Background: an optimization exercise with open tools, aiming at small area and a short achievable clock period. Do not read the settings as production practice. Only simulation tests tie the RTL to the original design; equivalence was not proved. Power and IR drop assume default switching activity.

## conv_layer_top
module conv_layer_top (
        input  logic clk,
        input  logic rst,
        input  logic weight_we,
        input  logic [1:0] weight_channel,
        input  logic [4:0] weight_tap,
        input  logic [7:0] weight_data,
        input  logic valid_in,
        input  logic [287:0] in_samples,
        output logic valid_out,
        output logic [11:0] conv_out
);
        logic [24:0] tap;
        logic [23:0] b_one, b_two, b_nz, b_neg, b_sx;
        logic [207:0] sums;
        logic sums_valid;
        logic bus_en;
        logic bus_first;
        logic bus_last;
        logic [287:0] bus_samples;
        weight_bank weight_bank0 (
                .clk            (clk),
                .rst            (rst),
                .weight_we      (weight_we),
                .weight_channel (weight_channel),
                .weight_tap     (weight_tap),
                .weight_data    (weight_data),
                .tap            (tap),
                .valid_in       (valid_in),
                .b_one          (b_one),
                .b_two          (b_two),
                .b_nz           (b_nz),
                .b_neg          (b_neg),
                .b_sx           (b_sx)
        );
        tap_sequencer tap_sequencer0 (
                .clk         (clk),
                .rst         (rst),
                .valid_in    (valid_in),
                .in_samples  (in_samples),
                .tap         (tap),
                .bus_en      (bus_en),
                .bus_first   (bus_first),
  ...
==> flow/config.mk <==
export PLATFORM = sky130hd
export DESIGN_NAME = conv_layer_top
export DESIGN_NICKNAME = conv_layer_top
export VERILOG_FILES = /design/flow/design.v
export SDC_FILE = /design/flow/constraint.sdc
export NUM_CORES = 4
export LEC_CHECK = 0
export ABC_CLOCK_PERIOD_IN_PS = 4500
export CAP_MARGIN = 40
export CORE_MARGIN = 2
export CORE_UTILIZATION = 40
export CTS_BUF_LIST = sky130_fd_sc_hd__clkbuf_16
export CTS_CLUSTER_DIAMETER = 100
export CTS_CLUSTER_SIZE = 20
export SETUP_SLACK_MARGIN = 4.6
export SLEW_MARGIN = 40
==> flow/constraint.sdc <==
create_clock -name core_clock -period 8.0 [get_ports {clk}]
set_input_delay 1.6000 -clock core_clock [delete_from_list [all_inputs] [get_ports {clk}]]
set_output_delay 1.6000 -clock core_clock [all_outputs]
set_load 0.01 [all_outputs]
standard.sh (not shown) runs the stock make flow with config.mk's settings and CLKGATE_MAP_FILE= SYNTH_SCRIPT=/design/flow/synth_recipe.tcl, a recipe that flattens the netlist after the stock synthesis.
==> flow/flow/run.sh <==
#!/bin/bash
# The standard layout, with one step added after the standard synthesis:
# flow/polarity.py removes inverters between full adders by flipping full
# adders to their dual (a full adder is self-dual), and the layout then runs
# on that netlist. Registers and all other cells are left as synthesis made them.
# The ports are buffered as in the standard flow, with the smallest buffer.
set -euo pipefail
bash standard.sh synth > synth.log 2>&1
R=orfs/results/${FLOW_PLATFORM}/conv_layer_top/base
cp $R/1_2_yosys.v $R/1_2_yosys_std.v
python3 flow/polarity.py $R/1_2_yosys_std.v $R/1_2_yosys.v > polarity.log 2>&1
rm -f $R/1_synth.odb
bash standard.sh "BUFFER_PORTS_ARGS=-buffer_cell sky130_fd_sc_hd__buf_1" finish > layout.log 2>&1
Other scripts of this flow, unchanged in this note and not shown: flow/flow/polarity.py
Rerun with:
- ABC_CLOCK_PERIOD_IN_PS: 4500 -> 3400
- CORE_UTILIZATION: 40 -> 50
Critical path depth stays the same.
Sequential cell count stays the same.
Final area went down by 0.62%.
Wire length shrinks by 0.39%.
Setup slack gets worse by 40 ps.
Clock power fell by about 0.6%.
Count of clock-buffer cells in the layout increases by 1.
Rerun with:
- ABC_AREA: unset -> 1
- CORE_UTILIZATION: 50 -> 40
What happened:
- total power is higher by 15%
- first-iteration DRC count is lower by 8.3%
- global-route usage is lower by 5.2 points
Rerun with:
- ABC_AREA: 1 -> unset
After rerunning:
- The changed run finished clean
- final area went down by a few percent
- setup slack improved by 24 ps
- area after synthesis went up slightly
Rerun with:
--- a/flow/flow/run.sh
+++ b/flow/flow/run.sh
@@ -5,3 +5,2 @@
 # on that netlist. Registers and all other cells are left as synthesis made them.
-# The ports are buffered as in the standard flow, with the smallest buffer.
 set -euo pipefail
@@ -12,2 +11,2 @@
 rm -f $R/1_synth.odb
-bash standard.sh "BUFFER_PORTS_ARGS=-buffer_cell sky130_fd_sc_hd__buf_1" finish > layout.log 2>&1
+bash standard.sh > layout.log 2>&1
- CTS_BUF_LIST: sky130_fd_sc_hd__clkbuf_16 -> sky130_fd_sc_hd__clkbuf_8
- CTS_CLUSTER_DIAMETER: 100 -> unset
- CTS_CLUSTER_SIZE: 20 -> unset
=>
- total power grows by a few percent
- via count increases by a few percent
- critical path depth is unchanged
- clock-buffer cell count climbs by 269
- wire length increases slightly

---

## 02-09
conv_layer_top again, from the RTL that the note above started with.
clock: 8.0 ns
lec_check: 0
abc_clock_period_in_ps: 3400
cap_margin: 40
core_margin: 2
core_utilization: 40
cts_buf_list: sky130_fd_sc_hd__clkbuf_8
setup_slack_margin: 4.6
slew_margin: 40
==> flow/flow/run.sh <==
#!/bin/bash
# The standard layout, with one step added after the standard synthesis:
# flow/polarity.py removes inverters between full adders by flipping full
# adders to their dual (a full adder is self-dual), and the layout then runs
# on that netlist. Registers and all other cells are left as synthesis made them.
# The ports are buffered as in the standard flow, with the smallest buffer.
set -euo pipefail
bash standard.sh synth > synth.log 2>&1
R=orfs/results/${FLOW_PLATFORM}/conv_layer_top/base
cp $R/1_2_yosys.v $R/1_2_yosys_std.v
python3 flow/polarity.py $R/1_2_yosys_std.v $R/1_2_yosys.v > polarity.log 2>&1
rm -f $R/1_synth.odb
bash standard.sh "BUFFER_PORTS_ARGS=-buffer_cell sky130_fd_sc_hd__buf_1" finish > layout.log 2>&1
Other scripts of this flow, unchanged in this note and not shown: flow/flow/polarity.py
Relative to 02-09, the following input files were edited for 07-20:
- changing SETUP_SLACK_MARGIN from 4.6 to 4.4
- changing CTS_BUF_LIST from sky130_fd_sc_hd__clkbuf_8 to sky130_fd_sc_hd__clkbuf_16
- setting CTS_CLUSTER_DIAMETER to 100 for the first time
- changing ABC_CLOCK_PERIOD_IN_PS from 3400 to 3600
- setting CTS_CLUSTER_SIZE to 20 for the first time
[summary]
07-20 vs. 02-09: achievable clock frequency shrank by 0.012 GHz, cell area after placement did not really move, hold slack -42 ps. 02-09 has a higher first-iteration DRC count than 07-20. When 07-20 is measured against 02-09, its power turns out 0.0047 W lower. Summary of 07-20 over 02-09: critical path depth picked up an extra 1; part of the cycle the worst path needs picked up an extra 1.9 points. Re minimum setup slack among reg-to-reg paths: 07-20 and 02-09 aren't equal, and the higher value belongs to 02-09. Comparing 07-20 and 02-09, the higher area growth from synthesis to final layout was measured on 02-09. 07-20 gives less average vias per placed instance than 02-09 did. On sequential group power, 07-20 and 02-09 are basically level.

[what the ideal ports hide]
The results above use ideal ports. As a check the final layouts listed here were re-extracted and re-timed, cells and wires unchanged. Step 1 sets driving cells, clkbuf_16 on the clock port and buf_2 on the other inputs (assumed; they add their load-dependent delay and slew). Step 2 moves the port delays by t, midway between the first and last clock arrival at a register: inputs arrive t later, outputs are due t later. That takes back most of the time a late clock gives input paths. Three values: ideal ports, drivers, drivers and shift; two values: the first two.
run | t (ns) | setup slack, ns | worst hold slack (ns) | latest minus earliest clock arrival (ns) | worst slew at a driven data input, ns
the first run of note 1 | 0.906 | 4.566 / 4.566 / 3.890 | 0.376 / 0.376 / 0.376 | 0.091 / 0.091 | 0.17
the second run of note 1 | 0.889 | 4.526 / 4.526 / 4.526 | 0.332 / 0.332 / 0.332 | 0.059 / 0.060 | 0.08
the third run of note 1 | 0.895 | 4.542 / 4.542 / 4.114 | 0.349 / 0.349 / 0.349 | 0.056 / 0.056 | 0.11
the fourth run of note 1 | 0.906 | 4.566 / 4.566 / 3.890 | 0.376 / 0.376 / 0.376 | 0.091 / 0.091 | 0.17
the fifth run of note 1 | 1.058 | 4.536 / 4.536 / 4.536 | 0.387 / 0.387 / 0.387 | 0.109 / 0.109 | 0.15
02-09 | 1.065 | 4.564 / 4.564 / 3.955 | 0.378 / 0.378 / 0.378 | 0.099 / 0.100 | 0.15
07-20 | 0.875 | 4.413 / 4.413 / 4.413 | 0.336 / 0.336 / 0.336 | 0.042 / 0.042 | 0.16
After both steps every run listed still meets setup and hold.
